This design comes from an exercise in tuning for small area on the open sky130 flow, not from production work. The RTL was checked by simulation tests, not by an equivalence proof against the original design. Power figures rest on the tool's default switching activity, not on a simulated workload.

ember:
==> flow/design.v <==
module matrix_stream_host #(
    parameter int DATA_W  = 16,
    parameter int ACC_W   = 32,
    parameter int N       = 4,
    parameter int TIMEOUT = 1024
) (
    input  logic                        clk,
    input  logic                        rst,
    input  logic                        start,
    output logic                        busy,
    output logic                        done,
    output logic                        tlast_err,
    output logic                        timeout,
    output logic                        accel_start,
    input  logic                        ld_we,
    input  logic [$clog2(2*N*N)-1:0]    ld_addr,
    input  logic [DATA_W-1:0]           ld_data,
    input  logic [$clog2(N*N)-1:0]      rd_addr,
    output logic [ACC_W-1:0]            rd_data,
    output logic                        m_axis_tvalid,
    output logic [DATA_W-1:0]           m_axis_tdata,
    input  logic                        m_axis_tready,
    input  logic                        s_axis_tvalid,
    input  logic [ACC_W-1:0]            s_axis_tdata,
    input  logic                        s_axis_tlast,
    output logic                        s_axis_tready
);
    localparam int OPS    = 2 * N * N;
    localparam int RES    = N * N;
    localparam int LD_AW  = $clog2(OPS);
    localparam int RD_AW  = $clog2(RES);
    localparam int RIDX_W = $clog2(RES + 1);
    localparam int WD_W   = $clog2(TIMEOUT);
    localparam int CNT_W  = (WD_W > LD_AW) ? WD_W : LD_AW;
    typedef enum logic [2:0] {
        S_IDLE = 3'd0,
        S_KICK = 3'd1,
        S_SEND = 3'd2,
        S_RECV = 3'd3,
        S_FIN  = 3'd4
    } state_t;
    state_t state;
    state_t state_nx;
    logic [OPS-1:0][DATA_W-1:0] op_buf;
    logic [RES-1:0][ACC_W-1:0]  res_buf;
    logic [OPS-1:0]    op_vld;
    logic [RIDX_W-1:0] res_hwm;
    logic [CNT_W-1:0]  cnt;        
    logic [RIDX_W-1:0] recv_idx;
    logic in_send, in_recv;
    logic m_fire, s_fire;
    logic last_op, last_res, res_full;
    logic wdog_hit;
    assign in_send  = (state == S_SEND);
    assign in_recv  = (state == S_RECV);
    assign m_fire   = in_send && m_axis_tready;
    assign s_fire   = s_axis_tvalid && s_axis_tready;
    assign last_op  = (cnt[LD_AW-1:0] == LD_AW'(OPS - 1));
    assign last_res = (recv_idx == RIDX_W'(RES - 1));
    assign res_full = (recv_idx == RIDX_W'(RES));
    assign wdog_hit = in_recv && !s_fire && (cnt == CNT_W'(TIMEOUT - 1));
    logic [OPS-1:0] op_sel;
    logic [RES-1:0] rd_sel;
    always_comb begin
        m_axis_tdata = '0;
        for (int i = 0; i < OPS; i++) begin
            op_sel[i] = op_vld[i] && (cnt[LD_AW-1:0] == LD_AW'(i));
            m_axis_tdata = m_axis_tdata | ({DATA_W{op_sel[i]}} & op_buf[i]);
        end
    end
    always_comb begin
        rd_data = '0;
        for (int i = 0; i < RES; i++) begin
            rd_sel[i] = (rd_addr == RD_AW'(i)) && (RIDX_W'(i) < res_hwm);
            rd_data = rd_data | ({ACC_W{rd_sel[i]}} & res_buf[i]);
        end
    end
    always_ff @(posedge clk or posedge rst) begin
        if (rst) state <= S_IDLE;
        else     state <= state_nx;
    end
    always_comb begin
        state_nx = state;
        case (state)
            S_IDLE: if (start) state_nx = S_KICK;
            S_KICK: state_nx = S_SEND;
            S_SEND: begin
                if (m_fire && last_op)
                    state_nx = (res_full || (s_fire && last_res)) ? S_FIN : S_RECV;
            end
            S_RECV: begin
                if (s_fire && last_res) state_nx = S_FIN;
                else if (wdog_hit)      state_nx = S_FIN;
            end
            S_FIN:   state_nx = S_IDLE;
            default: state_nx = S_IDLE;
        endcase
    end
    always_comb begin
        busy          = 1'b0;
        done          = 1'b0;
        accel_start   = 1'b0;
        m_axis_tvalid = 1'b0;
        s_axis_tready = 1'b0;
        case (state)
            S_KICK: begin
                busy        = 1'b1;
                accel_start = 1'b1;
            end
            S_SEND: begin
                busy          = 1'b1;
                m_axis_tvalid = 1'b1;
                s_axis_tready = !res_full;
            end
            S_RECV: begin
                busy          = 1'b1;
                s_axis_tready = !res_full;
            end
            S_FIN:   done = 1'b1;
            default: ;
        endcase
    end
    always_ff @(posedge clk or posedge rst) begin
        if (rst) cnt <= '0;
        else if (in_send) begin
            if (m_axis_tready) cnt <= last_op ? '0 : cnt + CNT_W'(1);
        end else if (in_recv) begin
            cnt <= s_fire ? '0 : cnt + CNT_W'(1);
        end else cnt <= '0;
    end
    always_ff @(posedge clk or posedge rst) begin
        if (rst)                  recv_idx <= '0;
        else if (state == S_KICK) recv_idx <= '0;
        else if (s_fire)          recv_idx <= recv_idx + RIDX_W'(1);
    end
    always_ff @(posedge clk or posedge rst) begin
        if (rst) begin
            tlast_err <= 1'b0;
            timeout   <= 1'b0;
        end else if (state == S_KICK) begin
            tlast_err <= 1'b0;
            timeout   <= 1'b0;
        end else begin
            if (s_fire && (s_axis_tlast != last_res)) tlast_err <= 1'b1;
            if (wdog_hit)                             timeout   <= 1'b1;
        end
    end
    always_ff @(posedge clk or posedge rst) begin
        if (rst) op_vld <= '0;
        else if (state == S_IDLE && ld_we) op_vld[ld_addr] <= 1'b1;
    end
    logic idle_q, act_q;
    always_ff @(posedge clk or posedge rst) begin
        if (rst) begin
            idle_q <= 1'b1;
            act_q  <= 1'b0;
        end else begin
            idle_q <= (state_nx == S_IDLE);
            act_q  <= (state_nx == S_SEND) || (state_nx == S_RECV);
        end
    end
    logic [OPS-1:0] op_we, op_hold;
    always_comb begin
        for (int i = 0; i < OPS; i++) begin
            op_we[i]   = (state == S_IDLE) && ld_we && (ld_addr == LD_AW'(i));
            op_hold[i] = !(idle_q && ld_we && (ld_addr == LD_AW'(i)));
        end
    end
    always_ff @(posedge clk) begin
        for (int i = 0; i < OPS; i++)
            op_buf[i] <= ({DATA_W{op_we[i]}} & ld_data) | ({DATA_W{op_hold[i]}} & op_buf[i]);
    end
    always_ff @(posedge clk or posedge rst) begin
        if (rst) res_hwm <= '0;
        else if (s_fire && recv_idx == res_hwm) res_hwm <= res_hwm + RIDX_W'(1);
    end
    logic [RES-1:0] res_we, res_hold;
    always_comb begin
        for (int i = 0; i < RES; i++) begin
            res_we[i]   = s_fire && (recv_idx[RD_AW-1:0] == RD_AW'(i));
            res_hold[i] = !(s_axis_tvalid && act_q && !res_full &&
                            (recv_idx[RD_AW-1:0] == RD_AW'(i)));
        end
    end
    always_ff @(posedge clk) begin
        for (int i = 0; i < RES; i++)
            res_buf[i] <= ({ACC_W{res_we[i]}} & s_axis_tdata) | ({ACC_W{res_hold[i]}} & res_buf[i]);
    end
endmodule
Settings: LEC_CHECK=0, CAP_MARGIN=20, CORE_MARGIN=2, CORE_UTILIZATION=60, GPL_TIMING_DRIVEN=0, SLEW_MARGIN=20; clock period 7.0 ns.
standard.sh (not shown) runs the stock make flow with config.mk's settings and CLKGATE_MAP_FILE= SYNTH_SCRIPT=/design/flow/synth_recipe.tcl, a recipe that flattens the netlist after the stock synthesis.
==> flow/flow/run.sh <==
#!/bin/bash
set -o pipefail
export CTS_ARGS="-sink_clustering_enable -repair_clock_nets -dont_use_dummy_load -sink_clustering_size 16 -sink_clustering_max_diameter 60 -buf_list {sky130_fd_sc_hd__clkbuf_4 sky130_fd_sc_hd__clkbuf_8}"
export REMOVE_ABC_BUFFERS=1
export BUFFER_PORTS_ARGS="-buffer_cell sky130_fd_sc_hd__buf_1"
cp standard.sh standard_sh.txt
bash standard.sh > standard.log 2>&1
ember has completed all stages; timing, DRC and antenna checks passed.
What pepper does differently from ember at the input level:
- GPL_TIMING_DRIVEN removed (was 0)
- CTS_BUF_LIST newly set to sky130_fd_sc_hd__clkbuf_4 sky130_fd_sc_hd__clkbuf_8
## What came out
[compare] base=ember new=pepper: count of buffer and inverter cells on the critical path went down by 3, post-synthesis instance area was more or less identical, final design utilization went down by 1.3 points, cell count was more or less identical, die area was more or less identical.
Compared with ember, pepper shows a number of vias after detailed routing that is 162 higher.
pepper vs ember: global-route wire length before repair up in pepper
The final reports for pepper and ember show peak clock frequency supported by timing higher in the former.

---

matrix_stream_host, a different RTL version from the one above (not shown whole).
For scale: about 120 I/O pins, about 39,000 um^2 of cells after synthesis.
Design matrix_stream_host, start of the top module:
module matrix_stream_host #(
    parameter int DATA_W  = 16,
    parameter int ACC_W   = 32,
    parameter int N       = 4,
    parameter int TIMEOUT = 1024
) (
    input  logic                        clk,
    input  logic                        rst,
    input  logic                        start,
    output logic                        busy,
    output logic                        done,
    output logic                        tlast_err,
    output logic                        timeout,
    output logic                        accel_start,
    input  logic                        ld_we,
    input  logic [$clog2(2*N*N)-1:0]    ld_addr,
    input  logic [DATA_W-1:0]           ld_data,
    input  logic [$clog2(N*N)-1:0]      rd_addr,
    output logic [ACC_W-1:0]            rd_data,
    output logic                        m_axis_tvalid,
    output logic [DATA_W-1:0]           m_axis_tdata,
    input  logic                        m_axis_tready,
    input  logic                        s_axis_tvalid,
    input  logic [ACC_W-1:0]            s_axis_tdata,
    input  logic                        s_axis_tlast,
    output logic                        s_axis_tready
);
==> flow/config.mk <==
export PLATFORM = sky130hd
export DESIGN_NAME = matrix_stream_host
export DESIGN_NICKNAME = matrix_stream_host
export VERILOG_FILES = /design/flow/design.v
export SDC_FILE = /design/flow/constraint.sdc
export NUM_CORES = 4
export LEC_CHECK = 0
export CAP_MARGIN = 10
export CORE_MARGIN = 2
export CORE_UTILIZATION = 60
export GPL_ROUTABILITY_DRIVEN = 0
export SLEW_MARGIN = 10
==> flow/constraint.sdc <==
create_clock -name core_clock -period 7.0 [get_ports {clk}]
set_input_delay 1.4000 -clock core_clock [delete_from_list [all_inputs] [get_ports {clk}]]
set_output_delay 1.4000 -clock core_clock [all_outputs]
set_load 0.01 [all_outputs]
==> flow/flow/run.sh <==
#!/bin/bash
# The standard layout (standard synthesis unchanged), with:
# - CTS dummy loads disabled and explicit sink clustering,
# - minimum-size port buffers,
# - synthesis (ABC) buffers removed at floorplan,
set -o pipefail
export CTS_ARGS="-sink_clustering_enable -repair_clock_nets -dont_use_dummy_load -sink_clustering_size 16 -sink_clustering_max_diameter 60 -buf_list {sky130_fd_sc_hd__clkbuf_4 sky130_fd_sc_hd__clkbuf_8}"
export REMOVE_ABC_BUFFERS=1
export BUFFER_PORTS_ARGS="-buffer_cell sky130_fd_sc_hd__buf_1"
bash standard.sh place > standard_place.log 2>&1
bash standard.sh SLEW_MARGIN=30 CAP_MARGIN=30 finish > standard.log 2>&1
Next try:
==> flow/flow/run.sh (replaced) <==
#!/bin/bash
set -o pipefail
here=$(pwd)
bash standard.sh synth > standard_synth.log 2>&1
export CTS_ARGS="-sink_clustering_enable -repair_clock_nets -dont_use_dummy_load -sink_clustering_size 16 -sink_clustering_max_diameter 60 -buf_list {sky130_fd_sc_hd__clkbuf_4 sky130_fd_sc_hd__clkbuf_8}"
export REMOVE_ABC_BUFFERS=1
export BUFFER_PORTS_ARGS="-buffer_cell sky130_fd_sc_hd__buf_1"
for s in GLOBAL_PLACE RESIZE CTS GLOBAL_ROUTE; do export PRE_${s}_TCL=$here/flow/hooks.tcl; done
bash standard.sh > standard.log 2>&1
==> flow/flow/hooks.tcl (new file) <==
# Keep placement/route repair on the small buffers.
set_dont_use [get_lib_cells {sky130_fd_sc_hd__buf_4 sky130_fd_sc_hd__buf_6 sky130_fd_sc_hd__buf_8 sky130_fd_sc_hd__buf_12 sky130_fd_sc_hd__buf_16}]
- GPL_ROUTABILITY_DRIVEN: 0 -> not set
Result: The new run ran to the end with no violations; setup slack degrades by 0.23 ns; first-iteration DRC count climbs by a few percent; clock-buffer cell count does not change; worst hold slack degrades by 0.0036 ns; power rose slightly.
Next try:
--- a/flow/flow/run.sh
+++ b/flow/flow/run.sh
@@ -1,0 +2,5 @@
+# The standard layout (standard synthesis unchanged), with:
+# - CTS dummy loads disabled and explicit sink clustering,
+# - minimum-size port buffers,
+# - synthesis (ABC) buffers removed at floorplan.
+# Each tool's output goes to the ORFS logs; make's output to standard.log.
@@ -3,2 +7,0 @@
-here=$(pwd)
-bash standard.sh synth > standard_synth.log 2>&1
@@ -8 +10,0 @@
-for s in GLOBAL_PLACE RESIZE CTS GLOBAL_ROUTE; do export PRE_${s}_TCL=$here/flow/hooks.tcl; done
- GPL_ROUTABILITY_DRIVEN: not set -> 0
removed: flow/flow/hooks.tcl
This time the run ran to the end with violations: capacitance limit, slew limit.
Critical path depth goes down by 1.
Combinational power stays flat.
Setup slack gains 0.14 ns.
Sequential share of layout area goes up by 0.46 points.
First-iteration DRC count goes down slightly.

-- static timing again, ports no longer ideal --
The flow's constraints put no driver on any port. The routed layouts listed below were extracted and timed again, unchanged, in two steps. Step 1: set_driving_cell puts a clkbuf_16 on clk and a buf_2 on each other input, an assumption about the parent block. Step 2 also shifts input and output timing later by t, the mid clock arrival at the registers, as if the neighbouring blocks saw the same clock. Three values: no drivers, after step 1, after step 2; two values: the first two.
run | t, ns | setup slack, ns | hold slack, ns | clock arrival spread, ns
ember | 0.768 | 0.600 / 0.512 / 0.512 | 0.452 / 0.452 / 0.452 | 0.068 / 0.069
pepper | 0.777 | 1.424 / 1.368 / 1.368 | 0.447 / 0.447 / 0.447 | 0.084 / 0.084
the first run of note 2 | 0.765 | 0.990 / 0.923 / 1.433 | 0.484 / 0.484 / 0.484 | 0.056 / 0.056
the second run of note 2 | 0.773 | 0.756 / 0.693 / 1.322 | 0.480 / 0.480 / 0.480 | 0.046 / 0.046
the third run of note 2 | 0.772 | 0.896 / 0.828 / 1.424 | 0.483 / 0.483 / 0.483 | 0.052 / 0.053
For ember, which loses most, drivers alone change the setup slack by -0.088 ns; drivers and shift together by -0.088 ns.
